Background: an optimization exercise with open tools, aiming at small area and a short achievable clock period. Do not read the settings as production practice. RTL that was checked went through simulation tests only; none was proved equivalent to the original. For runs 1 to 5, only the layout was checked, not whether the RTL still works. No driver is modelled on the clock port, so clocking that relies on it looks cheaper here than on a real chip. Power is estimated from default activity; no workload was simulated.

===== flow/design.v =====
module psram_rsp #(
    parameter int unsigned MEM_AW = 8
) (
    input  logic        clk_i,
    input  logic        rst_i,
    input  logic [7:0]  cfg_rcmd_i,
    input  logic [7:0]  cfg_wcmd_i,
    input  logic [7:0]  cfg_mrcmd_i,
    input  logic [7:0]  cfg_mwcmd_i,
    input  logic [7:0]  cfg_rlc_i,
    input  logic [7:0]  cfg_wlc_i,
    input  logic        psram_sck_i,
    input  logic        psram_ce_i,
    input  logic [7:0]  psram_io_in_i,
    input  logic        psram_dqs_in_i,
    output logic [7:0]  psram_io_out_o,
    output logic        psram_io_en_o,
    output logic        psram_dqs_out_o,
    output logic        psram_dqs_en_o,
    output logic [31:0] mr_o,
    output logic        err_o
);
    localparam int NPS = 2, NRG = 2;
    localparam int S_IDLE = 0, S_INST = 1, S_ADDR = 2, S_LATN = 3,
                   S_WDATA = 4, S_RDATA = 5, S_MWR = 6, S_IGNR = 7;
    logic              sck_q, sck_prev_q, ce_q, dqs_q;
    logic [7:0]        io_q;
    logic [7:0]        st_q, st_d;
    logic              armed_q;
    logic              inst_got_q;
    logic [7:0]        opcode_q;
    logic [7:0]        ptr_q, ptr_d;
    logic [1:0]        byte_cnt_q;
    logic [7:0]        lat_q;
    logic              is_wr_q;
    logic              is_mr_q;
    logic              mwr_done_q;
    logic [3:0][7:0]   mr_q;
    logic [7:0]        io_out_q;
    logic              io_en_q;
    logic              dqs_out_q;
    logic              dqs_en_q;
    logic [3:0][7:0]   sd_q;            
    logic [3:0][1:0]   sh_q;            
    logic [3:0][3:0]   spos_q;          
    logic [3:0]        mwsel_q;         
    logic [15:0][15:0][7:0] ring_q;     
    logic [3:0]        ph_q;
    logic [15:0]       rsel_c;          
    logic [NPS-1:0][15:0] psel_q, psel_d;  
    logic [NRG-1:0][7:0] rdp_q;         
    logic edge_c, rise_c, go_c;
    logic [7:0] rd_or_c;
    logic idle_go_c, inst_cap_c, inst_go_c, addr_edge_c, addr4_c;
    logic m_r_c, m_w_c, m_mr_c, m_mw_c, any_lat_c;
    logic lat_rise_c, lat_done_c, rd_start_c, rd_edge_c, wr_edge_c, inc_c, mr_wr_c;
    assign edge_c = sck_q ^ sck_prev_q;
    assign rise_c = sck_q & ~sck_prev_q;
    assign go_c   = ~ce_q;
    assign m_r_c     = (opcode_q == cfg_rcmd_i);
    assign m_w_c     = (opcode_q == cfg_wcmd_i);
    assign m_mr_c    = (opcode_q == cfg_mrcmd_i);
    assign m_mw_c    = (opcode_q == cfg_mwcmd_i);
    assign any_lat_c = m_r_c | m_w_c | m_mr_c;
    assign idle_go_c   = go_c & st_q[S_IDLE] & armed_q;
    assign inst_cap_c  = go_c & st_q[S_INST] & rise_c & ~inst_got_q;
    assign inst_go_c   = go_c & st_q[S_INST] & edge_c & inst_got_q;
    assign addr_edge_c = go_c & st_q[S_ADDR] & edge_c;
    assign addr4_c     = addr_edge_c & (byte_cnt_q == 2'd3);
    assign lat_rise_c  = go_c & st_q[S_LATN] & rise_c;
    assign lat_done_c  = lat_rise_c & (lat_q == 8'd0);
    assign rd_start_c  = lat_done_c & ~is_wr_q;
    assign rd_edge_c   = go_c & st_q[S_RDATA] & edge_c;
    assign wr_edge_c   = go_c & st_q[S_WDATA] & edge_c;
    assign mr_wr_c     = go_c & st_q[S_MWR] & edge_c & ~mwr_done_q;
    assign inc_c       = rd_start_c | rd_edge_c | wr_edge_c;
    always_comb begin
        st_d[S_IDLE]  = ce_q | (st_q[S_IDLE] & ~armed_q);
        st_d[S_INST]  = idle_go_c | (go_c & st_q[S_INST] & ~(edge_c & inst_got_q));
        st_d[S_ADDR]  = inst_go_c | (go_c & st_q[S_ADDR] & ~addr4_c);
        st_d[S_LATN]  = (addr4_c & any_lat_c) | (go_c & st_q[S_LATN] & ~lat_done_c);
        st_d[S_WDATA] = (lat_done_c & is_wr_q) | (go_c & st_q[S_WDATA]);
        st_d[S_RDATA] = rd_start_c | (go_c & st_q[S_RDATA]);
        st_d[S_MWR]   = (addr4_c & ~any_lat_c & m_mw_c) | (go_c & st_q[S_MWR]);
        st_d[S_IGNR]  = (addr4_c & ~any_lat_c & ~m_mw_c) | (go_c & st_q[S_IGNR]);
    end
    assign ptr_d = addr_edge_c ? io_q : inc_c ? ptr_q + 8'd1 : ptr_q;
    always_ff @(posedge clk_i or posedge rst_i) begin
        if (rst_i) begin
            sck_q      <= 1'b0;
            sck_prev_q <= 1'b0;
            ce_q       <= 1'b0;
            st_q       <= 8'b1 << S_IDLE;
            armed_q    <= 1'b0;
            mr_q       <= '0;
            io_out_q   <= 8'd0;
            io_en_q    <= 1'b0;
            dqs_out_q  <= 1'b0;
            dqs_en_q   <= 1'b0;
        end else begin
            sck_q      <= psram_sck_i;
            sck_prev_q <= sck_q;
            ce_q       <= psram_ce_i;
            st_q       <= st_d;
            armed_q    <= armed_q | ce_q;
            for (int k = 0; k < 4; k++) begin
                if (mr_wr_c && mwsel_q[k]) begin
                    mr_q[k] <= io_q;
                end
            end
            if (rd_start_c || rd_edge_c) begin
                io_out_q <= is_mr_q ? mr_q[ptr_q[1:0]] : rd_or_c;
            end
            if (rd_start_c) begin
                dqs_out_q <= 1'b0;
            end else if (rd_edge_c) begin
                dqs_out_q <= ~dqs_out_q;
            end
            io_en_q  <= rd_start_c | (go_c & io_en_q);
            dqs_en_q <= rd_start_c | (go_c & dqs_en_q);
        end
    end
    always_ff @(posedge clk_i) begin
        io_q  <= psram_io_in_i;
        dqs_q <= psram_dqs_in_i;
        if (idle_go_c) begin
            inst_got_q <= 1'b0;
        end else if (inst_cap_c) begin
            inst_got_q <= 1'b1;
        end
        if (inst_cap_c) begin
            opcode_q <= io_q;
        end
        if (inst_go_c) begin
            byte_cnt_q <= 2'd0;
        end else if (addr_edge_c) begin
            byte_cnt_q <= byte_cnt_q + 2'd1;
        end
        if (addr4_c) begin
            lat_q      <= (~m_r_c & m_w_c) ? cfg_wlc_i : cfg_rlc_i;
            is_wr_q    <= ~m_r_c & m_w_c;
            is_mr_q    <= ~m_r_c & ~m_w_c & m_mr_c;
            mwr_done_q <= 1'b0;
        end else if (lat_rise_c && !lat_done_c) begin
            lat_q <= lat_q - 8'd1;
        end else if (mr_wr_c) begin
            mwr_done_q <= 1'b1;
        end
    end
    logic [3:0]  ld_col_c, ld_pos_c;
    logic [15:0][7:0] rd_ring_c;
    logic [NRG-1:0][7:0] rd_grp_c;
    assign ld_col_c = io_q[7:4] + ph_q + 4'd1;
    always_comb begin
        for (int g = 0; g < NPS; g++) begin
            if (addr_edge_c) begin
                psel_d[g] = 16'b1 << ld_col_c;
            end else if (inc_c && ptr_q[3:0] == 4'd15) begin
                psel_d[g] = {psel_q[g][13:0], psel_q[g][15:14]};
            end else begin
                psel_d[g] = {psel_q[g][14:0], psel_q[g][15]};
            end
        end
        rsel_c = 16'b1 << ptr_q[3:0];
    end
    always_comb begin
        for (int r = 0; r < 16; r++) begin
            rd_ring_c[r] = '0;
            for (int p = 0; p < 16; p++) begin
                rd_ring_c[r] = rd_ring_c[r] | ({8{psel_q[r / (16 / NPS)][p]}} & ring_q[r][p]);
            end
        end
        for (int g = 0; g < NRG; g++) begin
            rd_grp_c[g] = '0;
            for (int r = (16 / NRG) * g; r < (16 / NRG) * (g + 1); r++) begin
                rd_grp_c[g] = rd_grp_c[g] | ({8{rsel_c[r]}} & rd_ring_c[r]);
            end
        end
    end
    always_comb begin
        rd_or_c = '0;
        for (int g = 0; g < NRG; g++) begin
            rd_or_c = rd_or_c | rdp_q[g];
        end
    end
    assign ld_pos_c = ptr_q[7:4] + ph_q + 4'd1;
    always_ff @(posedge clk_i) begin
        ptr_q  <= ptr_d;
        ph_q   <= ph_q + 4'd1;
        psel_q <= psel_d;
        rdp_q  <= rd_grp_c;
        if (addr_edge_c) begin
            mwsel_q <= 4'b1 << io_q[1:0];
        end
        for (int e = 0; e < 4; e++) begin
            if (wr_edge_c && dqs_q && ptr_q[1:0] == 2'(e)) begin
                sd_q[e]   <= io_q;
                sh_q[e]   <= ptr_q[3:2];
                spos_q[e] <= ld_pos_c;
            end else begin
                spos_q[e] <= spos_q[e] + 4'd1;
            end
        end
        for (int r = 0; r < 16; r++) begin
            for (int p = 0; p < 16; p++) begin
                if (p == 0 && spos_q[r % 4] == 4'd15 && sh_q[r % 4] == 2'(r / 4)) begin
                    ring_q[r][p] <= sd_q[r % 4];
                end else if (p == 8 && spos_q[r % 4] == 4'd7 && sh_q[r % 4] == 2'(r / 4)) begin
                    ring_q[r][p] <= sd_q[r % 4];
                end else begin
                    ring_q[r][p] <= ring_q[r][(p + 15) % 16];
                end
            end
        end
    end
    assign psram_io_out_o  = io_out_q;
    assign psram_io_en_o   = io_en_q;
    assign psram_dqs_out_o = dqs_out_q;
    assign psram_dqs_en_o  = dqs_en_q;
    assign mr_o            = mr_q;
    logic       ce_prev_q, ce_fall_c, unknown_c;
    logic [1:0] guard_q, guard_d;
    logic       err_q, err_d;
    assign ce_fall_c = ce_prev_q & ~ce_q;
    assign unknown_c = addr4_c & ~any_lat_c & ~m_mw_c;
    always_comb begin
        guard_d = guard_q;
        if (ce_fall_c) begin
            guard_d = 2'd2;
        end else if (guard_q != 2'd0) begin
            guard_d = guard_q - 2'd1;
        end
        err_d = err_q;
        if (unknown_c) begin
            err_d = 1'b1;
        end
        if (ce_q && (st_q[S_INST] || st_q[S_ADDR] || st_q[S_LATN])) begin
            err_d = 1'b1;
        end
        if (edge_c && !ce_q && (ce_fall_c || guard_q != 2'd0)) begin
            err_d = 1'b1;
        end
    end
    always_ff @(posedge clk_i or posedge rst_i) begin
        if (rst_i) begin
            ce_prev_q <= 1'b0;
            guard_q   <= 2'd0;
            err_q     <= 1'b0;
        end else begin
            ce_prev_q <= ce_q;
            guard_q   <= guard_d;
            err_q     <= err_d;
        end
    end
    assign err_o = err_q;
endmodule

===== flow/flow/run.sh =====
#!/bin/bash
# The standard layout (standard.sh), with these changes:
#  * plain buf_4 buffers on the ports instead of the delay buffers that buffer_ports
#    picks by default;
#  * clock tree synthesis without dummy loads, with clkbuf_16 buffers and larger sink
#    clusters than the default (fewer leaf buffers).
# ORFS's own logs stay in orfs/logs; standard.sh's output goes to standard.log.
set -e
bash standard.sh \
  BUFFER_PORTS_ARGS="-buffer_cell sky130_fd_sc_hd__buf_4" \
  CTS_ARGS="-sink_clustering_enable -repair_clock_nets -dont_use_dummy_load -buf_list sky130_fd_sc_hd__clkbuf_16 -sink_clustering_size 25 -sink_clustering_max_diameter 80" \
  finish > standard.log 2>&1

===== flow/standard.sh =====
#!/bin/bash
# synth_recipe.tcl (not shown) runs the flow's synth.tcl, then flattens the netlist and writes it again
# the make line also repeats each setting of config.mk as NAME=value (left out here)
make -C /OpenROAD-flow-scripts/flow DESIGN_CONFIG=/design/flow/config.mk WORK_HOME=/design/flow/orfs CLKGATE_MAP_FILE= SYNTH_SCRIPT=/design/flow/synth_recipe.tcl "${@:-finish}"

===== flow/config.mk =====
export PLATFORM = sky130hd
export DESIGN_NAME = psram_rsp
export DESIGN_NICKNAME = psram_rsp
export VERILOG_FILES = /design/flow/design.v
export SDC_FILE = /design/flow/constraint.sdc
export NUM_CORES = 4
export LEC_CHECK = 0
export CAP_MARGIN = 20
export CORE_MARGIN = 2
export CORE_UTILIZATION = 75
export SETUP_SLACK_MARGIN = 3.7
export SLEW_MARGIN = 20

===== flow/constraint.sdc =====
create_clock -name core_clock -period 6.0 [get_ports {clk_i}]
set_input_delay 1.2000 -clock core_clock [delete_from_list [all_inputs] [get_ports {clk_i}]]
set_output_delay 1.2000 -clock core_clock [all_outputs]
set_load 0.01 [all_outputs]

==> run summary, run 1 <==
- Status: finished clean
- Netlist Area Pre-Place: 64400 µm²
- Power density over the cells: 327 nW/µm²
- # Max-Cap Violations: 0
- Hold/Removal Path Class: reg -> reg
- Slew Viols, Final: 0
- Clock latency (worst-skew pair): 730 ps
- Root buf cell: clkbuf_16
- Die Y-Extent: 297 µm
- Crit. End Element: output pin
- Syn Inst Count: 4512
- Slew HR: 0.285
- Endpoints failing hold: 0
- Clock Sinks: 2257
- Final core area utilization: 0.853
- Number of synthesized flops with an enable pin: 70
- Most used DFF post-synth: dfxtp_1
- CP startpoint kind: register
- Maximum clock rate: 0.396 GHz
- Worst path max stage delay: 450 ps
- Horiz. Die Dim: 297 µm
- Synth Register Bits: 2257
- H-tree depth: 3
- Post-synth top area cell: dfxtp_1
- Yosys warns: 1
- CP max-delay cell: dfrtp_1
- Setup TNS: 0 ps
- First-pass GRT wire length: 277000 µm
- Final min period: 2530 ps
- First DRT Iteration DRCs: 6315
- Fin nets: 4784
- CP arrival: 1330 ps
- Row cnt: 107
- Final period util: 0.421
- Clock Skew: 90.7 ps
- Syn_area_per_cell: 14.3 µm²
- Peak supply drop: 300 µV
- Yosys cell types: 56
- Leakage: 27.6 nW
- Vias in the first global route: 42324
- PortBufs: 104
- CP Class: reg -> out
- Critical path required time: 4800 ps
- Final setup viols: 0
- Sequential share of the synthesized area: 0.717
- Num CTS Buffers: 100
- Peak fanout along the critical path: 2
- Layout cells sized above 1: 0.216
- Grt total ovfl: 0
- Fill count: 4102
- Tightest Pin Transition: 1070 ps
- Async SR Flop Fraction: 0.0257
- Total track usage: 0.422
- Worst-path clk slew: 100 ps
- Area grow syn2layout: 12.8%
- DP HPWL: 101000 µm
- CP Buf/Inv Count: 1
- CP delay by family, top: flip-flops
- Initial antenna violation count: 9
- Routed wire length: 204000 µm
- Routed vias: 43409
- Max Root-Sink Buffers: 3
- Gpl congestion: 0.865
- CTS tree: done
- # DRC: 0
- Io pins: 105
- Largest net degree at the start of global routing: 59
- CP cell instances: buf_6
- Initial Utilization: 0.757
- Routed vias/inst: 7.43
- Area fraction of the dominant cell type after synthesis: 0.661
- Die ar.: 88300 µm²
- Routed WL per cell: 34.8 µm
- Routed Antenna Nets: 0
- Synth top area cells: dfxtp_1 (66%), a22o_1 (7.0%), a221oi_1 (6.8%)
- Post-synth net total: 4596
- RSZ-0062 raised after global routing: true
- Core area: 85100 µm²
- Initial DRT Pass Iterations: 8
## metrics by stage
step                cell area [µm²]  power [mW]  hold slack [ps]  instances  setup slack, ps
global placement              65900        16.4              332       5541             2990
global route                  72700        24.2              327       5842             3460
finish                        72700        23.8              317       5844             3470
detailed placement            65900        16.4              336       5542             2860
CTS                           71000        23.5              321       5782             3500
floorplan                     64500        16.1              331       4512             3550
## repair_timing
action                                  in CTS  in global routing
pin swaps                                    7                 70
cloned                                      13                 15
endpoints found under the setup margin     176                256
resized for setup                          199                236
setup buffers                              127                 45
hold buffers                                 0                  0
## placed cells by master (no fill, tap or decap), drive strengths merged, types with 4 or more instances in the layout
| cell type | n |
|---|---|
| dfrtp | 57 |
| clkbuf | 108 |
| nand3 | 19 |
| a21oi | 34 |
| buf | 324 |
| nor2b | 8 |
| nand2b | 12 |
| nor4 | 8 |
| or3 | 8 |
| nor2 | 66 |
| nor3 | 13 |
| nand4 | 4 |
| mux2i | 10 |
| inv | 27 |
| dfxtp | 2129 |
| mux4 | 8 |
| and3 | 4 |
| and4 | 128 |
| ha | 21 |
| mux2 | 289 |
| nand2 | 69 |
| xor2 | 38 |
| and2 | 5 |
| edfxtp | 70 |
| a22o | 514 |
| bufbuf | 6 |
| o22ai | 64 |
| a221oi | 514 |
| nand3b | 4 |
| or4 | 16 |
| xnor2 | 23 |
| o21ai | 38 |
| a221o | 32 |
| clkinvlp | 9 |
## flip-flops by register name, indices dropped and copies added, names as in the netlist, 2 cells and up
signal      count
mr_q           32
ring_q       2048
ptr_q           8
lat_q           8
st_q            7
psel_q         32
io_q            8
byte_cnt_q      2
sd_q           32
guard_q         2
ph_q            4
rdp_q          16
opcode_q        8
spos_q         16
sh_q            8
mwsel_q         4
io_out_q        8
## cells by family (layout without fill, tap and decap cells)
family,count (synthesis),in the layout,synth area share
AO/OA/AOI/OAI,1206,1206,0.159
XOR/XNOR,61,61,0.00829
adder cells (fa/ha/maj),23,23,0.00470
buffers and inverters,290,474,0.0211
flip-flops,2257,2257,0.717
multiplexers,307,307,0.0549
other,0,2,0
AND/OR/NAND/NOR,368,370,0.0357
## cells in the mapped netlist (19+ instances only)
master,count
buf_6,21
xnor2_1,23
buf_2,83
nand3_1,19
buf_1,43
a221o_1,32
edfxtp_1,70
ha_1,21
nand2_1,69
mux2_2,289
o22ai_1,64
inv_1,32
a22o_1,514
xor2_1,38
a221oi_1,503
a21oi_1,34
clkbuf_1,108
dfrtp_1,57
o21ai_0,37
dfxtp_1,2129
nor2_1,65
and4_1,128
## metal layers
| layer | share of wire | track usage | routed length [µm] | vias up |
|---|---|---|---|---|
| met5 | 0.00071 | 0 | 144 | - |
| li1 | - | - | - | 17515 |
| met3 | 0.14 | 0.125 | 27700 | 859 |
| met2 | 0.43 | 0.628 | 87600 | 3598 |
| met4 | 0.061 | 0.211 | 12400 | 9 |
| met1 | 0.37 | 0.566 | 75800 | 21428 |
## worst paths after layout
| kind | start | end | slack [ps] | depth (start not counted) |
|---|---|---|---|---|
| max | mr_q[29] | mr_o[29] | 3470 | 1 |
| min | ring_q[675] | ring_q[683] | 320 | 0 |
| max reg2reg | ptr_q[0] | rdp_q[9] | 3590 | 5 |
| min reg2reg | ring_q[675] | ring_q[683] | 320 | 0 |
| max in group asynchronous | rst_i | ce_q | 4700 | 3 |
| min in group asynchronous | rst_i | mr_q[31] | 760 | 3 |
## cell type report
cell class,count,area [µm²],area share
repair buffers,338,4290,0.0590
clock buffers,100,2500,0.0344
flip-flops and latches,2257,46300,0.637
diodes,2,5.00,0.0000689
well taps,1144,1430,0.0197
repair inverters,3,20.0,0.000276
multi-input cells,1967,18000,0.247
inverters,33,154,0.00212
## where the power goes
group | internal, mW | switching [mW]
Clock | 2.99 | 4.44
Sequential | 15.4 | 0.251
Combinational | 0.264 | 0.462
==> run 2: changes to the inputs <==
--- a/flow/design.v
+++ b/flow/design.v
@@ -152,3 +152,3 @@
     logic [NRG-1:0][7:0] rd_grp_c;
-    assign ld_col_c = io_q[7:4] + ph_q + 4'd1;
+    assign ld_col_c = io_q[7:4] + ph_q;
     always_comb begin
@@ -185,3 +185,3 @@
     end
-    assign ld_pos_c = ptr_q[7:4] + ph_q + 4'd1;
+    assign ld_pos_c = ptr_q[7:4] + ph_q;
     always_ff @(posedge clk_i) begin
==> run 2 against run 1 <==
Compared with the run above:
- still clean
- area after synthesis grew 0.30%
- non-clock buffer count shrank 25
- core utilization shrank 1.3 points
- sequential power is essentially flat
- die area grew 0.30%
==> run summary, run 2 <==
- Number of synthesized flops with an enable pin: 70 (unchanged)
- Num CTS Buffers: 100 (unchanged)
- CP arrival: 3230 ps (+1900 ps)
- Final setup viols: 0 (unchanged)
- Max Root-Sink Buffers: 3 (unchanged)
- Leakage: 27.2 nW (-1.5%)
- Worst path max stage delay: 550 ps (+100 ps)
- Power density over the cells: 330 nW/µm² (+0.89%)
- Hold_ws: 332 ps (+15.7 ps)
- Final min period: 2590 ps (+63.3 ps)
- Fin nets: 4761 (-0.48%)
- CP max-delay cell: or4_4
- Most frequent cells in the layout: dfxtp_1 (2092), a22o_1 (513), a221oi_1 (485), mux2_2 (292), buf_4 (173)
- Hold_buf cts: 0 (unchanged)
- Initial Utilization: 0.758 (+0.00107)
- Syn Inst Count: 4505 (-0.16%)
- Syn_area_per_cell: 14.3 µm² (+0.45%)
- Crit. End Element: register
- Yosys warns: 1 (unchanged)
- PortBufs: 104 (unchanged)
- HP Start: ring_q[978]
- Hold/Removal Path Class: reg -> reg
- Routed vias: 42472 (-2.2%)
- Clock Skew: 94.8 ps (+4.10 ps)
- Netlist Area Pre-Place: 64600 µm² (+0.30%)
- Die Y-Extent: 298 µm (+0.15%)
- Reg-to-reg slack, setup: 3410 ps (-180 ps)
- Initial DRT Pass Iterations: 6 (-2)
- Worst-path clk slew: 110 ps (about the same)
- RSZ-0062 raised after global routing: true
- Peak supply drop: 329 µV (+9.6%)
- Area fraction of the dominant cell type after synthesis: 0.659 (-0.00197)
- Sequential share of the synthesized area: 0.714 (-0.00214)
- Core area: 85300 µm² (+0.16%)
- Slew Viols, Final: 0 (unchanged)
- Routed wire length: 194000 µm (-4.7%)
- Endpoints failing hold: 0 (unchanged)
- Synth cell count leaders: dfxtp_1 (2129), a221oi_1 (514), a22o_1 (514)
- Maximum clock rate: 0.386 GHz (-2.4%)
- Horiz. Die Dim: 298 µm (+0.15%)
- Critical path required time: 6640 ps (+1840 ps)
- Synth Register Bits: 2257 (unchanged)
- Clock Sinks: 2257 (unchanged)
- Reg2Reg Depth: 8 (+3)
- CP Buf/Inv Count: 2 (+1)
- Total track usage: 0.410 (-0.0117)
- # Max-Cap Violations: 0 (unchanged)
- Final period util: 0.432 (+0.0105)
- Slew HR: 0.215 (-0.0697)
- Die ar.: 88500 µm² (+0.30%)
- Largest net degree at the start of global routing: 59 (unchanged)
- Initial antenna violation count: 6 (-3)
- Hold Path End: ring_q[986]
- Post-synth top area cell: dfxtp_1
- CP cell instances: inv_2, ha_4, or4b_4, or4_4, a21oi_4, buf_12, and2_2, a221o_1
- Peak fanout along the critical path: 9 (+7)
- Final core area utilization: 0.840 (-0.0129)
- Flip-flop count of the largest register after layout: 2048 (unchanged)
- First-pass GRT wire length: 271000 µm (-2.5%)
- Layout cells sized above 1: 0.190 (-0.0259)
- Clock latency (worst-skew pair): 730 ps (about the same)
- Yosys cell types: 60 (+7.1%)
- Routed Antenna Nets: 0 (unchanged)
- DP Worst Slack: 2680 ps (-188 ps)
- Most flop-heavy register: ring_q
- Area grow syn2layout: 10.9%
- Most common cell after layout, fill and taps aside: dfxtp_1
- # DRC: 0 (unchanged)
- Setup TNS: 0 ps (unchanged)
- Setup WS post-layout: 3410 ps (-63.3 ps)
- CP startpoint kind: register
- Most used DFF post-synth: dfxtp_1
- Row cnt: 107 (unchanged)
- Routed vias/inst: 7.30 (-1.8%)
- Async SR Flop Fraction: 0.0257 (unchanged)
- Tightest Pin Transition: 1170 ps (+108 ps)
- Post-synth net total: 4589 (-0.15%)
- Routed WL per cell: 33.3 µm (-4.4%)
- Worst reg2reg startpoint: lat_q[0]
- Vias in the first global route: 41207 (-2.6%)
- CP Class: reg -> reg
- Gpl congestion: 0.869 (+0.43%)
- CP delay by family, top: simple AND/OR/NAND/NOR gates
- Status: finished clean
- First DRT Iteration DRCs: 5630 (-11%)
- Root buf cell: clkbuf_16
- Synth top area cells: dfxtp_1 (66%), a221oi_1 (7.0%), a22o_1 (7.0%)
- Hold path cells: 0 (unchanged)
- H-tree depth: 3 (unchanged)
- DP HPWL: 97400 µm (-3.2%)
- CTS tree: done
- Reg2Reg Capture Point: psel_q[18]
- Grt total ovfl: 0 (unchanged)
- Most frequent cell after synthesis: dfxtp_1
- Io pins: 105 (unchanged)
## run 2: how the worst max path moves through the flow
| stage | startpoint | endpoint | slack (ps) | cells after the start |
|---|---|---|---|---|
| after floorplan | cfg_rcmd_i[6] | lat_q[4] | 3540 | 6 |
| after global placement | sck_q | lat_q[0] | 2740 | 7 |
| after detailed placement | sck_q | lat_q[5] | 2680 | 7 |
| after CTS | lat_q[0] | psel_q[15] | 3510 | 8 |
| after global routing | lat_q[0] | psel_q[18] | 3400 | 8 |
| final | lat_q[0] | psel_q[18] | 3410 | 8 |
## run 2: power breakdown
| part | internal [mW] | total (mW) | switching (mW) |
|---|---|---|---|
| clock | 2.98 | 7.39 | 4.40 |
| sequential | 15.5 | 15.8 | 0.293 |
| combinational | 0.206 | 0.501 | 0.295 |
## run 2: area by class of cell
| class | instances | area [µm²] |
|---|---|---|
| antenna | 3 | 7.51 |
| clock buffer | 100 | 2500 |
| fill | 4237 | 13600 |
| inverter | 32 | 144 |
| multi-input combinational | 1969 | 17400 |
| sequential | 2257 | 46300 |
| tap | 1144 | 1430 |
| timing repair buffer | 313 | 3910 |
| timing repair inverter | 4 | 22.5 |
## run 2: worst register-to-register path: cells and delay by family (launching register included)
family,cells,cell delay [ps]
DFF,1,410
and+or+nand+nor,3,1300
buffers and inverters,2,250
AOI/OAI and AO/OA,2,480
adders and majority gates,1,120
## run 2: logic make-up (layout without fill, tap and decap cells)
logic type | Yosys count | count (layout) | synth area share
xor+xnor | 61 | 61 | 0.00827
flops | 2257 | 2257 | 0.714
other cells | 0 | 3 | 0
mux | 308 | 308 | 0.0549
simple gates | 376 | 381 | 0.0361
fa+ha+maj | 23 | 23 | 0.00468
buf+inv | 284 | 449 | 0.0249
compound gates | 1196 | 1196 | 0.157
## run 2: timing repair
item	CTS	global route
setup endpoints to repair	203	196
buffers inserted	106	44
cloned	16	11
resized for setup	195	98
pin swaps	14	25
endpoints found under the hold margin	0	0
## run 2: metal layers
layer,track usage,vias to the layer above,routed length (µm)
met5,0,-,52
met4,0.174,6,10900
met3,0.0866,706,24300
met2,0.630,3246,84200
met1,0.570,21049,74500
li1,-,17465,-
## run 2: metrics by stage
stage	instance area (µm²)	total power, mW	std cells
after floorplan	64700	16.2	4505
after global placement	65800	16.4	5542
after detailed placement	65800	16.5	5542
after CTS	70700	23.5	5764
after global routing	71700	24.2	5819
final	71700	23.7	5822
==> run 3: changes to the inputs <==
--- a/flow/design.v
+++ b/flow/design.v
@@ -25,3 +25,4 @@
                    S_WDATA = 4, S_RDATA = 5, S_MWR = 6, S_IGNR = 7;
-    logic              sck_q, sck_prev_q, ce_q, dqs_q;
+    logic              sck_q, edge_q, rise_q, ce_q, dqs_q;
+    logic [3:0]        colp_q;          
     logic [7:0]        io_q;
@@ -43,4 +44,5 @@
     logic [3:0][7:0]   sd_q;            
-    logic [3:0][1:0]   sh_q;            
+    logic [3:0][3:0]   soh_q;           
     logic [3:0][3:0]   spos_q;          
+    logic [3:0]        sl0_q, sl8_q;    
     logic [3:0]        mwsel_q;         
@@ -48,3 +50,3 @@
     logic [3:0]        ph_q;
-    logic [15:0]       rsel_c;          
+    logic [15:0]       rsel_q, rsel_d;  
     logic [NPS-1:0][15:0] psel_q, psel_d;  
@@ -56,4 +58,4 @@
     logic lat_rise_c, lat_done_c, rd_start_c, rd_edge_c, wr_edge_c, inc_c, mr_wr_c;
-    assign edge_c = sck_q ^ sck_prev_q;
-    assign rise_c = sck_q & ~sck_prev_q;
+    assign edge_c = edge_q;
+    assign rise_c = rise_q;
     assign go_c   = ~ce_q;
@@ -90,3 +92,4 @@
             sck_q      <= 1'b0;
-            sck_prev_q <= 1'b0;
+            edge_q     <= 1'b0;
+            rise_q     <= 1'b0;
             ce_q       <= 1'b0;
@@ -101,3 +104,4 @@
             sck_q      <= psram_sck_i;
-            sck_prev_q <= sck_q;
+            edge_q     <= psram_sck_i ^ sck_q;
+            rise_q     <= psram_sck_i & ~sck_q;
             ce_q       <= psram_ce_i;
@@ -124,2 +128,3 @@
         io_q  <= psram_io_in_i;
+        colp_q <= psram_io_in_i[7:4] + ph_q + 4'd1;
         dqs_q <= psram_dqs_in_i;
@@ -152,3 +157,3 @@
     logic [NRG-1:0][7:0] rd_grp_c;
-    assign ld_col_c = io_q[7:4] + ph_q;
+    assign ld_col_c = colp_q;
     always_comb begin
@@ -157,3 +162,3 @@
                 psel_d[g] = 16'b1 << ld_col_c;
-            end else if (inc_c && ptr_q[3:0] == 4'd15) begin
+            end else if (inc_c && rsel_q[15]) begin
                 psel_d[g] = {psel_q[g][13:0], psel_q[g][15:14]};
@@ -163,3 +168,9 @@
         end
-        rsel_c = 16'b1 << ptr_q[3:0];
+        if (addr_edge_c) begin
+            rsel_d = 16'b1 << io_q[3:0];
+        end else if (inc_c) begin
+            rsel_d = {rsel_q[14:0], rsel_q[15]};
+        end else begin
+            rsel_d = rsel_q;
+        end
     end
@@ -175,3 +186,3 @@
             for (int r = (16 / NRG) * g; r < (16 / NRG) * (g + 1); r++) begin
-                rd_grp_c[g] = rd_grp_c[g] | ({8{rsel_c[r]}} & rd_ring_c[r]);
+                rd_grp_c[g] = rd_grp_c[g] | ({8{rsel_q[r]}} & rd_ring_c[r]);
             end
@@ -189,2 +200,3 @@
         ph_q   <= ph_q + 4'd1;
+        rsel_q <= rsel_d;
         psel_q <= psel_d;
@@ -197,6 +209,10 @@
                 sd_q[e]   <= io_q;
-                sh_q[e]   <= ptr_q[3:2];
+                soh_q[e]  <= 4'b1 << ptr_q[3:2];
                 spos_q[e] <= ld_pos_c;
+                sl0_q[e]  <= (ld_pos_c == 4'd15);
+                sl8_q[e]  <= (ld_pos_c == 4'd7);
             end else begin
                 spos_q[e] <= spos_q[e] + 4'd1;
+                sl0_q[e]  <= (spos_q[e] == 4'd14);
+                sl8_q[e]  <= (spos_q[e] == 4'd6);
             end
@@ -205,5 +221,5 @@
             for (int p = 0; p < 16; p++) begin
-                if (p == 0 && spos_q[r % 4] == 4'd15 && sh_q[r % 4] == 2'(r / 4)) begin
+                if (p == 0 && sl0_q[r % 4] && soh_q[r % 4][r / 4]) begin
                     ring_q[r][p] <= sd_q[r % 4];
-                end else if (p == 8 && spos_q[r % 4] == 4'd7 && sh_q[r % 4] == 2'(r / 4)) begin
+                end else if (p == 8 && sl8_q[r % 4] && soh_q[r % 4][r / 4]) begin
                     ring_q[r][p] <= sd_q[r % 4];
--- a/flow/flow/run.sh
+++ b/flow/flow/run.sh
@@ -5,3 +5,5 @@
 #  * clock tree synthesis without dummy loads, with clkbuf_16 buffers and larger sink
-#    clusters than the default (fewer leaf buffers).
+#    clusters than the default (fewer leaf buffers);
+#  * after clock tree synthesis, flow/splitroot.tcl splits the root clock buffer into
+#    four, each next to the loads it drives.
 # ORFS's own logs stay in orfs/logs; standard.sh's output goes to standard.log.
@@ -11,2 +13,3 @@
   CTS_ARGS="-sink_clustering_enable -repair_clock_nets -dont_use_dummy_load -buf_list sky130_fd_sc_hd__clkbuf_16 -sink_clustering_size 25 -sink_clustering_max_diameter 80" \
+  POST_CTS_TCL="$PWD/flow/splitroot.tcl" \
   finish > standard.log 2>&1
==> flow/flow/splitroot.tcl (new file) <==
# Runs at the end of clock tree synthesis (POST_CTS_TCL). Splits the clock tree's root
# buffer into four clkbuf_16, each driving two or so of the root's loads and placed
# next to them, so that the clock port drives four buffer inputs instead of one.
set block [ord::get_db_block]
set root [$block findInst clkbuf_0_clk_i]
if {$root == "NULL"} {
  puts "splitroot: no root buffer clkbuf_0_clk_i, nothing done"
  return
}
set master [$root getMaster]
set in_net [[$root findITerm A] getNet]
set out_net [[$root findITerm X] getNet]
set loads {}
foreach it [[$out_net getITerms] ] {
  if {[$it getIoType] == "INPUT"} { lappend loads $it }
}
set n [llength $loads]
puts "splitroot: root drives $n loads"
if {$n < 2} { return }
proc it_xy {it} {
  set inst [$it getInst]
  set b [$inst getBBox]
  return [list [expr {([$b xMin] + [$b xMax]) / 2}] [expr {([$b yMin] + [$b yMax]) / 2}]]
}
set ngroups [expr {min(4, $n)}]
set per [expr {int(ceil(double($n) / $ngroups))}]
set left $loads
set groups {}
while {[llength $left] > 0} {
  set first [lindex $left 0]
  set left [lrange $left 1 end]
  set grp [list $first]
  lassign [it_xy $first] fx fy
  while {[llength $grp] < $per && [llength $left] > 0} {
    set best -1
    set bestd 0
    set i 0
    foreach it $left {
      lassign [it_xy $it] x y
      set d [expr {abs($x - $fx) + abs($y - $fy)}]
      if {$best < 0 || $d < $bestd} { set best $i; set bestd $d }
      incr i
    }
    lappend grp [lindex $left $best]
    set left [lreplace $left $best $best]
  }
  lappend groups $grp
}
puts "splitroot: [llength $groups] groups"
set k 0
foreach grp $groups {
  if {$k == 0} {
    set inst $root
    set net $out_net
  } else {
    set inst [odb::dbInst_create $block $master "clkbuf_0_split_$k"]
    set net [odb::dbNet_create $block "clknet_0_split_$k"]
    $net setSigType CLOCK
    [$inst findITerm A] connect $in_net
    [$inst findITerm X] connect $net
    foreach it $grp {
      $it disconnect
      $it connect $net
    }
  }
  set sx 0
  set sy 0
  foreach it $grp {
    lassign [it_xy $it] x y
    set sx [expr {$sx + $x}]
    set sy [expr {$sy + $y}]
  }
  set cx [expr {$sx / [llength $grp]}]
  set cy [expr {$sy / [llength $grp]}]
  $inst setLocation $cx $cy
  $inst setPlacementStatus PLACED
  puts "splitroot: [$inst getName] at $cx $cy drives [llength $grp]"
  incr k
}
global_connect
detailed_placement
check_placement -verbose
estimate_parasitics -placement
report_clock_latency
==> run 3 against run 2 <==
Compared with the run above:
- the run now fails in clock tree synthesis (4_1_cts)
- synthesized cell count up 2.0%
- area after synthesis up 0.89%
==> run summary, run 3 <==
- Io pins: 105 (unchanged)
- Initial Utilization: 0.754 (-0.00391)
- Post-synth top area cell: dfxtp_1
- Die Y-Extent: 299 µm (+0.44%)
- Status: stopped before the end
- Async SR Flop Fraction: 0.0257 (about the same)
- Number of synthesized flops with an enable pin: 94 (+34%)
- Yosys warns: 1 (unchanged)
- Most frequent cell after synthesis: dfxtp_1
- Post-synth net total: 4680 (+2.0%)
- Synth cell count leaders: dfxtp_1 (2141), a221oi_1 (514), a22o_1 (512)
- Synth Register Bits: 2294 (+1.6%)
- Placed Area: 66900 µm² (+1.6%)
- Clock Sinks: 2294 (+1.6%)
- DP HPWL: 101000 µm (+3.4%)
- Synth top area cells: dfxtp_1 (66%), a221oi_1 (6.9%), a22o_1 (6.9%)
- Gpl congestion: 0.838 (-3.5%)
- PortBufs: 104 (unchanged)
- Syn_area_per_cell: 14.2 µm² (-1.1%)
- Halt Reason: Error: cts.tcl, 90 invalid command name "_2035b4ebcd7f0000_p_odb__dbITerm _3037b4ebcd7f0000_p_odb__dbITerm _8041b4ebcd7f0000_p_odb__dbITerm _9043b4ebcd7f0000_p_odb__db...
- Horiz. Die Dim: 299 µm (+0.44%)
- Syn Inst Count: 4594 (+2.0%)
- Yosys cell types: 55 (-8.3%)
- Last stage: clock tree synthesis (4_1_cts)
- Row cnt: 108 (+0.93%)
- Area fraction of the dominant cell type after synthesis: 0.657 (-0.00211)
- Netlist Area Pre-Place: 65200 µm² (+0.89%)
- Sequential share of the synthesized area: 0.723 (+0.00884)
- Most used DFF post-synth: dfxtp_1
[run 3: how the worst max path moves through the flow]
stage | from | to
2_1_floorplan | cfg_rcmd_i[5] | lat_q[0]
3_3_place_gp | cfg_wcmd_i[6] | lat_q[3]
3_5_place_dp | cfg_wcmd_i[4] | lat_q[2]
[run 3: logic make-up after synthesis]
family / share of synthesized area
buffers and inverters: 0.0182
XOR/XNOR: 0.00819
AO/OA/AOI/OAI: 0.156
multiplexers: 0.0603
flip-flops: 0.723
AND/OR/NAND/NOR: 0.0287
adder cells (fa/ha/maj): 0.00503
[run 3: stage by stage]
| stage | util | worst slack (ps) | instances |
|---|---|---|---|
| after global placement | 0.773 | 2940 | 5624 |
| after detailed placement | 0.773 | 2920 | 5624 |
| after floorplan | - | 3540 | 4594 |
[run 3: power groups by stage]
stage,registers [mW],clock network [mW],logic (mW)
after floorplan,15.7,0,0.206
after global placement,15.8,0,0.323
after detailed placement,15.8,0,0.326
==> run 4: changes to the inputs <==
--- a/flow/flow/splitroot.tcl
+++ b/flow/flow/splitroot.tcl
@@ -13,3 +13,3 @@
 set loads {}
-foreach it [[$out_net getITerms] ] {
+foreach it [$out_net getITerms] {
   if {[$it getIoType] == "INPUT"} { lappend loads $it }
==> run 4 against run 3 <==
Compared with the run above:
- now clean on timing, DRC and antenna
- synthesized cell count stayed put
- area after synthesis stayed put
==> run summary, run 4 <==
- Slew Viols, Final: 0
- Tightest Pin Transition: 837 ps
- # DRC: 0
- Met3 Track Usage GR: 0.0664
- Initial Utilization: 0.754 (unchanged)
- Most common cell after layout, fill and taps aside: dfxtp_1
- CP startpoint kind: register
- Most Frequent Cell on Critical Path: nand4_1
- Critical path required time: 6430 ps
- PortBufs: 104 (unchanged)
- Peak fanout along the critical path: 45
- Synth Register Bits: 2294 (unchanged)
- Most flop-heavy register: ring_q
- Met2 Track Usage GR: 0.579
- Dpl cells: 5624 (unchanged)
- Clock Skew: 54.1 ps
- Worst-path clk slew: 100 ps
- CTS tree: done
- CP Class: reg -> reg
- Final min period: 2360 ps
- Row cnt: 108 (unchanged)
- Syn Inst Count: 4594 (unchanged)
- Largest net degree at the start of global routing: 60
- Async SR Flop Fraction: 0.0257 (unchanged)
- Grt total ovfl: 0
- Clock Sinks: 2294 (unchanged)
- Register Area: 47300 µm²
- Most frequent cell after synthesis: dfxtp_1
- First DRT Iteration DRCs: 4502
- CP Buf/Inv Count: 1
- Met1 usage: 0.536
- Initial antenna violation count: 4
- Status: finished clean
- CP arrival: 2790 ps
- Hold/Removal Path Class: reg -> reg
- Die Y-Extent: 299 µm (unchanged)
- DP HPWL: 101000 µm (unchanged)
- Leakage: 27.6 nW
- Flip-flop count of the largest register after layout: 2048
- Sequential share of the synthesized area: 0.723 (unchanged)
- DP Worst Slack: 2920 ps (unchanged)
- Die ar.: 89300 µm²
- Yosys warns: 1 (unchanged)
- # Max-Cap Violations: 0
- CP delay by family, top: compound AO/OA/AOI/OAI gates
- Routed WL per cell: 30.5 µm
- Area fraction of the dominant cell type after synthesis: 0.657 (unchanged)
- First-pass GRT wire length: 255000 µm
- Routed vias: 40786
- Crit. End Element: register
- Routed Antenna Nets: 0
- GRT busiest layer: met2
- Syn_area_per_cell: 14.2 µm² (unchanged)
- Area grow syn2layout: 8.39%
- Slew HR: 0.442
- Initial DRT Pass Iterations: 5
- Setup TNS: 0 ps
- CP cell instances: buf_6, a22o_1, a221oi_1, nand4_1, a22oi_1, nand4_1
- Synth cell count leaders: dfxtp_1 (2141), a221oi_1 (514), a22o_1 (512)
- Maximum clock rate: 0.424 GHz
- Layout Cells excl Fill: 5786
- Peak supply drop: 323 µV
- CP max-delay cell: dfxtp_4
- Core area: 86500 µm²
- Gpl congestion: 0.838 (unchanged)
- Number of synthesized flops with an enable pin: 94 (unchanged)
- Power density over the cells: 330 nW/µm²
- Endpoints failing hold: 0
- Horiz. Die Dim: 299 µm (unchanged)
- Final Cell Area: 70700 µm²
- Synth top area cells: dfxtp_1 (66%), a221oi_1 (6.9%), a22o_1 (6.9%)
- Fill count: 4791
- Most used DFF post-synth: dfxtp_1
- Fin nets: 4717
- Final setup viols: 0
- Netlist Area Pre-Place: 65200 µm² (unchanged)
- Final period util: 0.393
- Total track usage: 0.378
- Routed wire length: 177000 µm
- Overall Power: 23.3 mW
- Yosys cell types: 55 (unchanged)
- Post-synth net total: 4680 (unchanged)
- Setup WS post-layout: 3640 ps
- Vias in the first global route: 40571
- Placed Area: 66900 µm² (unchanged)
- Post-synth top area cell: dfxtp_1
- Layout cells sized above 1: 0.148
- Area of the multi-input gates: 17100 µm²
- Clock latency (worst-skew pair): 570 ps
- RSZ-0062 raised after global routing: true
- Io pins: 105 (unchanged)
- Most frequent cells in the layout: dfxtp_1 (2109), a221oi_1 (514), a22o_1 (512), mux2_2 (293), nand4_1 (155)
- Routed vias/inst: 7.05
- Worst path max stage delay: 490 ps
## run 4: cell counts after synthesis
No cell type changed its count.
## run 4: logic make-up (layout without fill, tap and decap cells)
| kind of cell | count (synthesis) | count (layout) | share of synthesized area |
|---|---|---|---|
| flip-flops | 2294 | 2294 | 0.723 |
| other | 0 | 2 | 0 |
| AND/OR/NAND/NOR | 350 | 351 | 0.0287 |
| adder cells (fa/ha/maj) | 25 | 25 | 0.00503 |
| multiplexers | 346 | 346 | 0.0603 |
| buffers and inverters | 309 | 343 | 0.0182 |
| XOR/XNOR | 61 | 61 | 0.00819 |
| AO/OA/AOI/OAI | 1209 | 1209 | 0.156 |
## run 4: metrics by stage
stage,hold slack (ps),util
floorplan,331,-
global route,321,0.817
global placement,332,0.773
detailed placement,335,0.773
finish,308,0.817
## run 4: final cells by class, without the clock buffers
| type | instances | share of cell area |
|---|---|---|
| repair buffers | 201 | 0.0300 |
| multi-input cells | 1992 | 0.241 |
| plain buffers | 3 | 0.00106 |
| well taps | 1155 | 0.0204 |
| flip-flops and latches | 2294 | 0.669 |
| diodes | 2 | 0.0000708 |
| inverters | 38 | 0.00232 |
## run 4: worst paths after layout
kind	from	to	slack (ps)	cells past startpoint
worst min register to register	ring_q[1924]	ring_q[1932]	310	0
worst max-delay path	psel_q[16]	rdp_q[15]	3640	6
min in group asynchronous	rst_i	io_en_q	880	3
max in group asynchronous	rst_i	mr_q[0]	4570	3
worst min-delay path	ring_q[1924]	ring_q[1932]	310	0
worst max register to register	psel_q[16]	rdp_q[15]	3640	6
## run 4: per-layer routing
layer,vias up,wire [µm],share of wire
li1,17463,-,-
met1,20553,72000,0.41
met2,2350,77900,0.44
met3,416,18600,0.11
met4,4,8180,0.046
met5,-,27,0.00015
## run 4: worst register-to-register path, cell delays in order (launching register included)
cell and delay [ps]:
dfxtp_4 490, buf_6 350, a22o_1 340, a221oi_1 270
nand4_1 280, a22oi_1 350, nand4_1 150
## run 4: report_power, final
group / total, mW / switching, mW / leakage (nW) / internal [mW]
logic: 0.403 / 0.254 / 7.29 / 0.150
registers: 15.5 / 0.111 / 19.0 / 15.3
clock network: 7.48 / 4.38 / 1.28 / 3.10
==> run 5: changes to the inputs <==
--- a/flow/design.v
+++ b/flow/design.v
@@ -22,3 +22,3 @@
 );
-    localparam int NPS = 2, NRG = 2;
+    localparam int NPS = 4, NRG = 2;
     localparam int S_IDLE = 0, S_INST = 1, S_ADDR = 2, S_LATN = 3,
==> run 5 against run 4 <==
Compared with the run above:
- critical endpoint is now mr_o[0]
- routed wire length up 2.7%
- core utilization down 0.47 points
- combinational power up 1%
- global-route usage up 0.81 points
- register-to-register slack about the same
- maximum frequency about the same
- area after synthesis up 2.1%
==> run summary, run 5 <==
- Met3 wire length: 19800 µm (+6.6%)
- CP Class: reg -> out
- CP Buf/Inv Count: 1 (unchanged)
- Post-synth top area cell: dfxtp_1
- Final core area utilization: 0.813 (-0.00466)
- Endpoints failing hold: 0 (unchanged)
- CP arrival: 1160 ps (-1630 ps)
- Syn Inst Count: 4743 (+3.2%)
- CP max-delay cell: dfrtp_1
- Yosys cell types: 54 (-1.8%)
- Netlist Area Pre-Place: 66600 µm² (+2.1%)
- First DRT Iteration DRCs: 4806 (+6.8%)
- Status: finished clean
- Final setup viols: 0 (unchanged)
- Setup TNS: 0 ps (unchanged)
- Routed vias/inst: 7.01 (-0.53%)
- Peak fanout along the critical path: 3 (-93%)
- CP startpoint kind: register
- Critical path required time: 4800 ps (-1630 ps)
- # DRC: 0 (unchanged)
- Met1 WL: 73000 µm (+1.4%)
- Hold/Removal Path Class: reg -> reg
- PortBufs: 104 (unchanged)
- Syn_area_per_cell: 14.0 µm² (-1.1%)
- Most used DFF post-synth: dfxtp_1
- CP cell instances: buf_6
- Most flop-heavy register: ring_q
- Maximum clock rate: 0.424 GHz (about the same)
- Largest net degree at the start of global routing: 81 (+35%)
- Placed Area: 68100 µm² (+1.8%)
- DP HPWL: 105000 µm (+4.0%)
- Most frequent cell after synthesis: dfxtp_1
- Area grow syn2layout: 7.68%
- Routed WL per cell: 30.5 µm (about the same)
- Core area: 88200 µm² (+2.0%)
- Number of synthesized flops with an enable pin: 94 (unchanged)
- Row cnt: 109 (+0.93%)
- Synth cell count leaders: dfxtp_1 (2173), a221oi_1 (514), a22o_1 (513)
- Synth Register Bits: 2326 (+1.4%)
- Leakage: 28.3 nW (+2.7%)
- Peak supply drop: 350 µV (+8.2%)
- Routed vias: 41700 (+2.2%)
- Overall Power: 23.7 mW (+1.4%)
- Post-synth net total: 4829 (+3.2%)
- Fill count: 4907 (+2.4%)
- Initial Utilization: 0.755 (about the same)
- Final period util: 0.393 (about the same)
- Worst path max stage delay: 450 ps (-40 ps)
- Fin nets: 4856 (+2.9%)
- Flip-flop count of the largest register after layout: 2048 (unchanged)
- Final Cell Area: 71700 µm² (+1.4%)
- Total track usage: 0.386 (+0.00811)
- Slew HR: 0.237 (-0.205)
- Routed Antenna Nets: 0 (unchanged)
- CP delay by family, top: flip-flops
- # Max-Cap Violations: 0 (unchanged)
- Top Registers: ring_q (2048), psel_q (64)
- Area fraction of the dominant cell type after synthesis: 0.653 (-0.00398)
- RSZ-0062 raised after global routing: true
- Routed wire length: 181000 µm (+2.7%)
- Crit. End Element: output pin
- Slew Viols, Final: 0 (unchanged)
- Most common cell after layout, fill and taps aside: dfxtp_1
- Worst-path clk slew: 100 ps (about the same)
- CTS tree: done
- Layout cells sized above 1: 0.146 (-0.00116)
- Synth top area cells: dfxtp_1 (65%), a221oi_1 (6.8%), a22o_1 (6.7%)
- Wire length on met2: 80200 µm (+2.9%)
- Initial antenna violation count: 12 (+8)
- First-pass GRT wire length: 261000 µm (+2.3%)
- Yosys warns: 1 (unchanged)
- Tightest Pin Transition: 1140 ps (+308 ps)
- Sequential share of the synthesized area: 0.718 (-0.00534)
- Die Y-Extent: 302 µm (+1.0%)
- Die ar.: 91200 µm² (+2.1%)
- Final min period: 2360 ps (-0.790 ps)
- Clock latency (worst-skew pair): 560 ps (about the same)
- Initial DRT Pass Iterations: 6 (+1)
- Uppermost routed layer: met5
- Horiz. Die Dim: 302 µm (+1.0%)
- Async SR Flop Fraction: 0.0254 (-0.000354)
- Gpl congestion: 0.877 (+4.7%)
- Power density over the cells: 330 nW/µm² (about the same)
- Vias in the first global route: 40815 (+0.60%)
- Most frequent cells in the layout: dfxtp_1 (2151), a221oi_1 (514), a22o_1 (513), mux2_2 (289), buf_4 (164)
- Io pins: 105 (unchanged)
- Grt total ovfl: 0 (unchanged)
- Clock Skew: 60.7 ps (+6.65 ps)
- Clock Sinks: 2326 (+1.4%)
[run 5: changes by cell type after synthesis, sizes merged, moves of 7 or more]
cell    before   now
mux2       296   289
dfxtp     2141  2173
a21oi       19    26
clkbuf     207   248
o21ai       39   101
mux2i       42    74
o22ai       32     0
nand2      103   111
nor2        35    48
[run 5: path summary, 6_finish.rpt]
| kind | startpoint | to | cells after the start | slack, ps |
|---|---|---|---|---|
| max | mr_q[0] | mr_o[0] | 1 | 3640 |
| min | ring_q[128] | ring_q[136] | 0 | 280 |
| max reg2reg | psel_q[27] | rdp_q[3] | 6 | 3650 |
| min reg2reg | ring_q[128] | ring_q[136] | 0 | 280 |
| max in group asynchronous | rst_i | mr_q[27] | 3 | 4590 |
| min in group asynchronous | rst_i | mr_q[17] | 3 | 860 |
[run 5: where the power goes]
part	internal (mW)	switching, mW
Sequential	15.6	0.0762
Combinational	0.137	0.271
Clock	3.16	4.44
Total	18.9	4.79
[run 5: layout make-up, without the clock buffers]
type,count,area (µm²),area share
flip-flops and latches,2326,47800,0.667
repair buffers,226,2050,0.0286
inverters,34,148,0.00206
diodes,14,35.0,0.000489
well taps,1165,1460,0.0203
plain buffers,3,75.1,0.00105
multi-input cells,2076,17500,0.244
[run 5: layer usage]
layer  track usage  vias up
li1              -    17889
met1         0.534    20965
met2         0.584     2369
met3        0.0923      465
met4         0.173       12
met5             0        -
[run 5: kinds of logic (layout without fill, tap and decap cells)]
group,after synthesis,after routing,synth area share
buf+inv,341,366,0.0218
simple gates,370,370,0.0291
other cells,0,14,0
compound gates,1249,1249,0.156
fa+ha+maj,25,25,0.00492
flops,2326,2326,0.718
mux,371,371,0.0627
xor+xnor,61,61,0.00802
[run 5: through the flow]
step	cells	hold WS [ps]	setup WS, ps
after global routing	5933	289	3610
after floorplan	4743	331	3520
after global placement	5773	331	2890
final	5947	283	3640
after detailed placement	5773	335	2820
==> run 6: changes to the inputs <==
--- a/flow/design.v
+++ b/flow/design.v
@@ -22,3 +22,3 @@
 );
-    localparam int NPS = 4, NRG = 2;
+    localparam int NPS = 2, NRG = 4;
     localparam int S_IDLE = 0, S_INST = 1, S_ADDR = 2, S_LATN = 3,
==> run 6 against run 5 <==
Compared with the run above:
- area after synthesis shrank 1.6%
- sequential power about the same
- clock skew decreased by 5.5 ps
- critical path type is now reg -> reg
- largest cell class unchanged
- still clean
- critical path depth increased by 4
==> run summary, run 6 <==
- Tightest Pin Transition: 1130 ps (-17.8 ps)
- First-pass GRT wire length: 266000 µm (+1.9%)
- Final setup viols: 0 (unchanged)
- Clock Skew: 55.3 ps (-5.45 ps)
- Row cnt: 108 (-0.92%)
- Synth cell count leaders: dfxtp_1 (2157), a221oi_1 (354), a22oi_1 (353)
- Routed Antenna Nets: 0 (unchanged)
- Clock latency (worst-skew pair): 570 ps (about the same)
- Syn_area_per_cell: 13.9 µm² (-1.0%)
- Horiz. Die Dim: 300 µm (-0.77%)
- Power density over the cells: 331 nW/µm² (+0.21%)
- Core area: 86800 µm² (-1.7%)
- Post-synth top area cell: dfxtp_1
- Overall Power: 23.5 mW (-0.53%)
- CP Buf/Inv Count: 1 (unchanged)
- # Max-Cap Violations: 0 (unchanged)
- Status: finished clean
- Number of synthesized flops with an enable pin: 94 (unchanged)
- CP arrival: 2770 ps (+1610 ps)
- Layout cells sized above 1: 0.146 (about the same)
- Netlist Area Pre-Place: 65500 µm² (-1.6%)
- Die ar.: 89800 µm² (-1.5%)
- Clock Sinks: 2310 (-0.69%)
- Async SR Flop Fraction: 0.0255 (+0.000176)
- Fin nets: 4860 (+0.082%)
- Sequential share of the synthesized area: 0.724 (+0.00646)
- Largest net degree at the start of global routing: 60 (-26%)
- CTS tree: done
- Slew Viols, Final: 0 (unchanged)
- Hold/Removal Path Class: reg -> reg
- PortBufs: 104 (unchanged)
- CP Class: reg -> reg
- Endpoints failing hold: 0 (unchanged)
- Leakage: 27.9 nW (-1.4%)
- Routed WL per cell: 31.2 µm (+2.4%)
- Maximum clock rate: 0.422 GHz (-0.42%)
- Area grow syn2layout: 8.57%
- Yosys cell types: 55 (+1.9%)
- CP max-delay cell: dfxtp_4
- Most frequent cells in the layout: dfxtp_1 (2125), a221oi_1 (354), a22o_1 (352), a22oi_1 (345), mux2_2 (293)
- Vias in the first global route: 41698 (+2.2%)
- Routed vias/inst: 7.11 (+1.3%)
- Peak fanout along the critical path: 35 (+32)
- Grt total ovfl: 0 (unchanged)
- Initial DRT Pass Iterations: 6 (unchanged)
- Worst-path clk slew: 100 ps (about the same)
- Crit. End Element: register
- Gpl congestion: 0.886 (+1.0%)
- CP cell instances: buf_4, a221oi_1, nand4_1, a22oi_1, nand3_1
- # DRC: 0 (unchanged)
- DP Worst Slack: 2780 ps (-39.3 ps)
- CP startpoint kind: register
- Initial Utilization: 0.756 (+0.000976)
- Initial antenna violation count: 8 (-4)
- Io pins: 105 (unchanged)
- Total track usage: 0.396 (+0.00993)
- Post-synth net total: 4803 (-0.54%)
- Most common cell after layout, fill and taps aside: dfxtp_1
- Die Y-Extent: 300 µm (-0.77%)
- Most flop-heavy register: ring_q
- RSZ-0062 raised after global routing: true
- Most frequent cell after synthesis: dfxtp_1
- Routed wire length: 185000 µm (+2.1%)
- Slew HR: 0.242 (+0.00494)
- Critical path required time: 6400 ps (+1600 ps)
- Syn Inst Count: 4717 (-0.55%)
- DP HPWL: 107000 µm (+2.0%)
- Yosys warns: 1 (unchanged)
- First DRT Iteration DRCs: 5250 (+9.2%)
- CP delay by family, top: compound AO/OA/AOI/OAI gates
- Peak supply drop: 302 µV (-14%)
- Routed vias: 42129 (+1.0%)
- Flip-flop count of the largest register after layout: 2048 (unchanged)
- Final period util: 0.395 (+0.00166)
- Most used DFF post-synth: dfxtp_1
- Area fraction of the dominant cell type after synthesis: 0.659 (+0.00544)
- Final min period: 2370 ps (+9.94 ps)
- Setup TNS: 0 ps (unchanged)
- Setup WS post-layout: 3630 ps (-9.94 ps)
- Worst path max stage delay: 530 ps (+80 ps)
- Synth Register Bits: 2310 (-0.69%)
- Synth top area cells: dfxtp_1 (66%), mux2_2 (5.0%), a221oi_1 (4.7%)
run 6: cell count changes in the layout (fill, tap and decap cells not counted), sizes merged, moves of 9 or more:
cell    delta
a22oi    +287
a22o     -161
a221oi   -160
nand3    +126
nand4     -48
mux2i     -32
o22ai     +32
nor2      -21
dfxtp     -16
diode     -12
buf        -9
run 6: path summary, 6_finish.rpt:
| path | start | endpoint | slack, ps | cells after the start |
|---|---|---|---|---|
| max | psel_q[11] | rdp_q[7] | 3630 | 5 |
| min | ring_q[598] | ring_q[606] | 320 | 0 |
| max reg2reg | psel_q[11] | rdp_q[7] | 3630 | 5 |
| min reg2reg | ring_q[598] | ring_q[606] | 320 | 0 |
| max in group asynchronous | rst_i | ce_q | 4590 | 3 |
| min in group asynchronous | rst_i | mr_q[9] | 890 | 3 |
run 6: layout make-up, without the clock buffers:
| class | instances | area, µm² |
|---|---|---|
| multi-input cells | 2103 | 17100 |
| flip-flops and latches | 2310 | 47600 |
| plain buffers | 3 | 75.1 |
| diodes | 2 | 5.00 |
| fillers | 4769 | 15600 |
| well taps | 1155 | 1450 |
| inverters | 38 | 153 |
| repair buffers | 216 | 2270 |
run 6: cell families (layout without fill, tap and decap cells):
group / count (synthesis) / in the layout / synth area share
adders and majority gates: 25 / 25 / 0.00500
AOI/OAI and AO/OA: 1241 / 1241 / 0.151
other: 0 / 2 / 0
muxes: 346 / 346 / 0.0600
and+or+nand+nor: 430 / 430 / 0.0341
xor gates and xnor gates: 61 / 61 / 0.00815
DFF: 2310 / 2310 / 0.724
buffers and inverters: 304 / 359 / 0.0178
run 6: routing by layer:
layer	GRT usage	part of all wire	up-vias	wire, µm
met1	0.576	0.40	21077	74900
met3	0.0788	0.12	452	23100
li1	-	-	17752	-
met2	0.596	0.43	2842	79500
met4	0.141	0.042	6	7750
met5	0	0.00019	-	35
run 6: power by group:
| group | switching, mW | leakage (nW) | internal [mW] |
|---|---|---|---|
| Clock | 4.43 | 1.29 | 3.13 |
| Sequential | 0.123 | 19.1 | 15.4 |
| Combinational | 0.250 | 7.49 | 0.149 |
| Total | 4.81 | 27.9 | 18.7 |
run 6: per-stage QoR:
stage / utilization / hold slack, ps / area [µm²] / std cells
finish: 0.820 / 315 / 71200 / 5929
global route: 0.820 / 308 / 71200 / 5927
detailed placement: 0.775 / 337 / 67200 / 5753
global placement: 0.775 / 332 / 67200 / 5753
floorplan: - / 331 / 65600 / 4717
==> run 7: changes to the inputs <==
--- a/flow/design.v
+++ b/flow/design.v
@@ -37,3 +37,2 @@
     logic              is_mr_q;
-    logic              mwr_done_q;
     logic [3:0][7:0]   mr_q;
@@ -47,3 +46,3 @@
     logic [3:0]        sl0_q, sl8_q;    
-    logic [3:0]        mwsel_q;         
+    logic [3:0]        mwa_q;           
     logic [15:0][15:0][7:0] ring_q;     
@@ -57,3 +56,3 @@
     logic m_r_c, m_w_c, m_mr_c, m_mw_c, any_lat_c;
-    logic lat_rise_c, lat_done_c, rd_start_c, rd_edge_c, wr_edge_c, inc_c, mr_wr_c;
+    logic lat_rise_c, lat_done_c, rd_start_c, rd_edge_c, wr_edge_c, inc_c, mw_go_c;
     assign edge_c = edge_q;
@@ -76,3 +75,3 @@
     assign wr_edge_c   = go_c & st_q[S_WDATA] & edge_c;
-    assign mr_wr_c     = go_c & st_q[S_MWR] & edge_c & ~mwr_done_q;
+    assign mw_go_c     = addr4_c & ~any_lat_c & m_mw_c;
     assign inc_c       = rd_start_c | rd_edge_c | wr_edge_c;
@@ -85,3 +84,3 @@
         st_d[S_RDATA] = rd_start_c | (go_c & st_q[S_RDATA]);
-        st_d[S_MWR]   = (addr4_c & ~any_lat_c & m_mw_c) | (go_c & st_q[S_MWR]);
+        st_d[S_MWR]   = mw_go_c | (go_c & st_q[S_MWR]);
         st_d[S_IGNR]  = (addr4_c & ~any_lat_c & ~m_mw_c) | (go_c & st_q[S_IGNR]);
@@ -102,2 +101,3 @@
             dqs_en_q   <= 1'b0;
+            mwa_q      <= '0;
         end else begin
@@ -110,5 +110,6 @@
             for (int k = 0; k < 4; k++) begin
-                if (mr_wr_c && mwsel_q[k]) begin
+                if (go_c && edge_c && mwa_q[k]) begin
                     mr_q[k] <= io_q;
                 end
+                mwa_q[k] <= (mw_go_c && io_q[1:0] == 2'(k)) || (mwa_q[k] && go_c && !edge_c);
             end
@@ -147,7 +148,4 @@
             is_mr_q    <= ~m_r_c & ~m_w_c & m_mr_c;
-            mwr_done_q <= 1'b0;
         end else if (lat_rise_c && !lat_done_c) begin
             lat_q <= lat_q - 8'd1;
-        end else if (mr_wr_c) begin
-            mwr_done_q <= 1'b1;
         end
@@ -203,5 +201,2 @@
         rdp_q  <= rd_grp_c;
-        if (addr_edge_c) begin
-            mwsel_q <= 4'b1 << io_q[1:0];
-        end
         for (int e = 0; e < 4; e++) begin
--- a/flow/config.mk
+++ b/flow/config.mk
@@ -10,3 +10,3 @@
 export CORE_UTILIZATION = 75
-export SETUP_SLACK_MARGIN = 3.7
+export SETUP_SLACK_MARGIN = 3.8
 export SLEW_MARGIN = 20
==> run 7 against run 6 <==
Compared with the run above:
- still clean
- setup slack lost 130 ps
- worst hold slack worse by 4.7 ps
- register-to-register slack worse by 130 ps
- die area is essentially flat
- global-route usage rose by 0.11 points
- sequential power barely moved
- final cell count increased by 0.86%
- combinational power is 23% higher
- area after synthesis about the same
- critical endpoint is now psel_q[6]
- largest cell class unchanged
- highest routed layer unchanged
==> run summary, run 7 <==
- Yosys warns: 1 (unchanged)
- PortBufs: 104 (unchanged)
- Layout Cells excl Fill: 5980 (+0.86%)
- Clock Skew: 62.9 ps (+7.66 ps)
- Clock latency (worst-skew pair): 570 ps (about the same)
- Final core area utilization: 0.834 (+0.0138)
- Final period util: 0.416 (+0.0216)
- Syn_area_per_cell: 13.9 µm² (+0.18%)
- Yosys cell types: 54 (-1.8%)
- Routed vias/inst: 7.09 (-0.18%)
- Most frequent cell after synthesis: dfxtp_1
- # DRC: 0 (unchanged)
- Grt total ovfl: 0 (unchanged)
- Sequential share of the synthesized area: 0.724 (about the same)
- Power density over the cells: 327 nW/µm² (-1.2%)
- CP startpoint kind: register
- Final Cell Area: 72300 µm² (+1.5%)
- Initial DRT Pass Iterations: 6 (unchanged)
- Tightest Pin Transition: 1150 ps (+21.5 ps)
- Horiz. Die Dim: 300 µm (about the same)
- Post-synth net total: 4792 (-0.23%)
- Final setup viols: 0 (unchanged)
- Die ar.: 89700 µm² (about the same)
- Most frequent cells in the layout: dfxtp_1 (2124), a221oi_1 (354), a22o_1 (353), a22oi_1 (322), mux2_2 (289)
- Area fraction of the dominant cell type after synthesis: 0.659 (about the same)
- Hold/Removal Path Class: reg -> reg
- Flip-flop count of the largest register after layout: 2048 (unchanged)
- Synth cell count leaders: dfxtp_1 (2156), a221oi_1 (354), a22o_1 (353)
- ANT cells: 0 (-2)
- Row cnt: 108 (unchanged)
- Total track usage: 0.397 (+0.00105)
- Routed Antenna Nets: 0 (unchanged)
- Layout cells sized above 1: 0.165 (+0.0191)
- Gpl congestion: 0.864 (-2.5%)
- # Max-Cap Violations: 0 (unchanged)
- Number of synthesized flops with an enable pin: 90 (-4.3%)
- Fin nets: 4913 (+1.1%)
- Routed wire length: 191000 µm (+3.4%)
- Most flop-heavy register: ring_q
- Async SR Flop Fraction: 0.0269 (+0.00132)
- Io pins: 105 (unchanged)
- RSZ-0062 raised after global routing: true
- Slew Viols, Final: 0 (unchanged)
- Peak supply drop: 318 µV (+5.3%)
- Reg2Reg Depth: 10 (+5)
- Post-synth top area cell: dfxtp_1
- Vias in the first global route: 41856 (+0.38%)
- First-pass GRT wire length: 266000 µm (+0.15%)
- Area grow syn2layout: 10.3%
- Netlist Area Pre-Place: 65500 µm² (about the same)
- Crit. End Element: register
- Status: finished clean
- Placed Area: 67100 µm² (-0.19%)
- Worst path max stage delay: 480 ps (-50 ps)
- CP cell instances: inv_2, ha_4, or4b_4, nor4_4, buf_4, o21ai_4, buf_12, buf_16, mux2i_2, o22ai_1
- Leakage: 28.3 nW (+1.2%)
- Routed WL per cell: 32.0 µm (+2.5%)
- Slew HR: 0.233 (-0.00845)
- Hold path cells: 0 (unchanged)
- Clock Sinks: 2308 (-0.087%)
- Routed vias: 42415 (+0.68%)
- Most used DFF post-synth: dfxtp_1
- First DRT Iteration DRCs: 5257 (+0.13%)
- Initial antenna violation count: 6 (-2)
- DP HPWL: 103000 µm (-4.0%)
- Peak fanout along the critical path: 8 (-77%)
- Core area: 86600 µm² (-0.16%)
- Dpl cells: 5736 (-0.30%)
- Critical path required time: 6420 ps (+20 ps)
- Final min period: 2500 ps (+130 ps)
- Largest net degree at the start of global routing: 63 (+5.0%)
- Endpoints failing hold: 0 (unchanged)
- Worst-path clk slew: 100 ps (about the same)
- CP max-delay cell: or4b_4
- Die Y-Extent: 300 µm (about the same)
- CP arrival: 2920 ps (+150 ps)
- Syn Inst Count: 4706 (-0.23%)
- Maximum clock rate: 0.401 GHz (-5.2%)
- Synth Register Bits: 2308 (-0.087%)
- Synth top area cells: dfxtp_1 (66%), mux2_2 (5.1%), a221oi_1 (4.7%)
- Hold_ws: 311 ps (-4.69 ps)
- Setup TNS: 0 ps (unchanged)
- Most common cell after layout, fill and taps aside: dfxtp_1
- CP Class: reg -> reg
- CTS tree: done
- Initial Utilization: 0.756 (+0.000774)
[run 7: changes by cell type after synthesis, moves of 4 or more]
| cell | delta |
|---|---|
| a21oi_1 | -4 |
| buf_2 | +29 |
| clkbuf_1 | -32 |
| edfxtp_1 | -4 |
| inv_1 | -9 |
| mux2_2 | +4 |
[run 7: critical path, delay by kind of cell (launching register included)]
kind,cells,cell delay [ps]
AOI/OAI and AO/OA,2,220
adders and majority gates,1,130
buffers and inverters,4,650
DFF,1,420
muxes,1,250
and+or+nand+nor,2,720
[run 7: cell type report, without the clock buffers]
class | count | area, µm²
flip-flops and latches | 2308 | 47500
fillers | 4451 | 14400
inverters | 29 | 128
well taps | 1155 | 1450
repair inverters | 1 | 5.00
repair buffers | 277 | 3180
multi-input cells | 2105 | 17300
plain buffers | 3 | 75.1
[run 7: worst paths after layout]
kind                         startpoint      endpoint  slack (ps)
max in group asynchronous         rst_i        edge_q        4550
setup reg to reg               lat_q[1]     psel_q[6]        3500
hold reg to reg            ring_q[1622]  ring_q[1630]         310
hold / removal             ring_q[1622]  ring_q[1630]         310
min in group asynchronous         rst_i      mr_q[16]         890
setup / recovery               lat_q[1]     psel_q[6]        3500
[run 7: cell families after synthesis]
group                    after synthesis  share of synthesized area
AO/OA/AOI/OAI                       1240                      0.151
multiplexers                         348                     0.0604
adder cells (fa/ha/maj)               25                    0.00500
AND/OR/NAND/NOR                      427                     0.0338
flip-flops                          2308                      0.724
buffers and inverters                296                     0.0180
XOR/XNOR                              62                    0.00829
[run 7: routing by layer]
layer / vias up / global-route usage / wire length [µm]
met3: 643 / 0.0677 / 20300
met5: - / 0 / 108
li1: 17897 / - / -
met2: 2789 / 0.636 / 86600
met1: 21079 / 0.532 / 72500
met4: 7 / 0.185 / 11900
[run 7: where the power goes]
group | internal (mW) | switching (mW) | leakage [nW]
clock network | 3.13 | 4.43 | 1.29
registers | 15.4 | 0.110 | 19.1
logic | 0.192 | 0.300 | 7.86
total | 18.8 | 4.84 | 28.3
[run 7: metrics by stage]
stage          total power, mW  setup slack, ps
2_1_floorplan             16.0             3520
3_3_place_gp              16.2             2900
3_5_place_dp              16.3             2880
5_1_grt                   24.1             3460
6_report                  23.6             3500

Setup slack of run 7, layout unchanged: 3.503 ns with ideal ports, 3.503 ns with driving cells assumed (clock clkbuf_16, inputs buf_2), 3.204 ns with port delays also shifted by the 0.692 ns mid clock arrival.
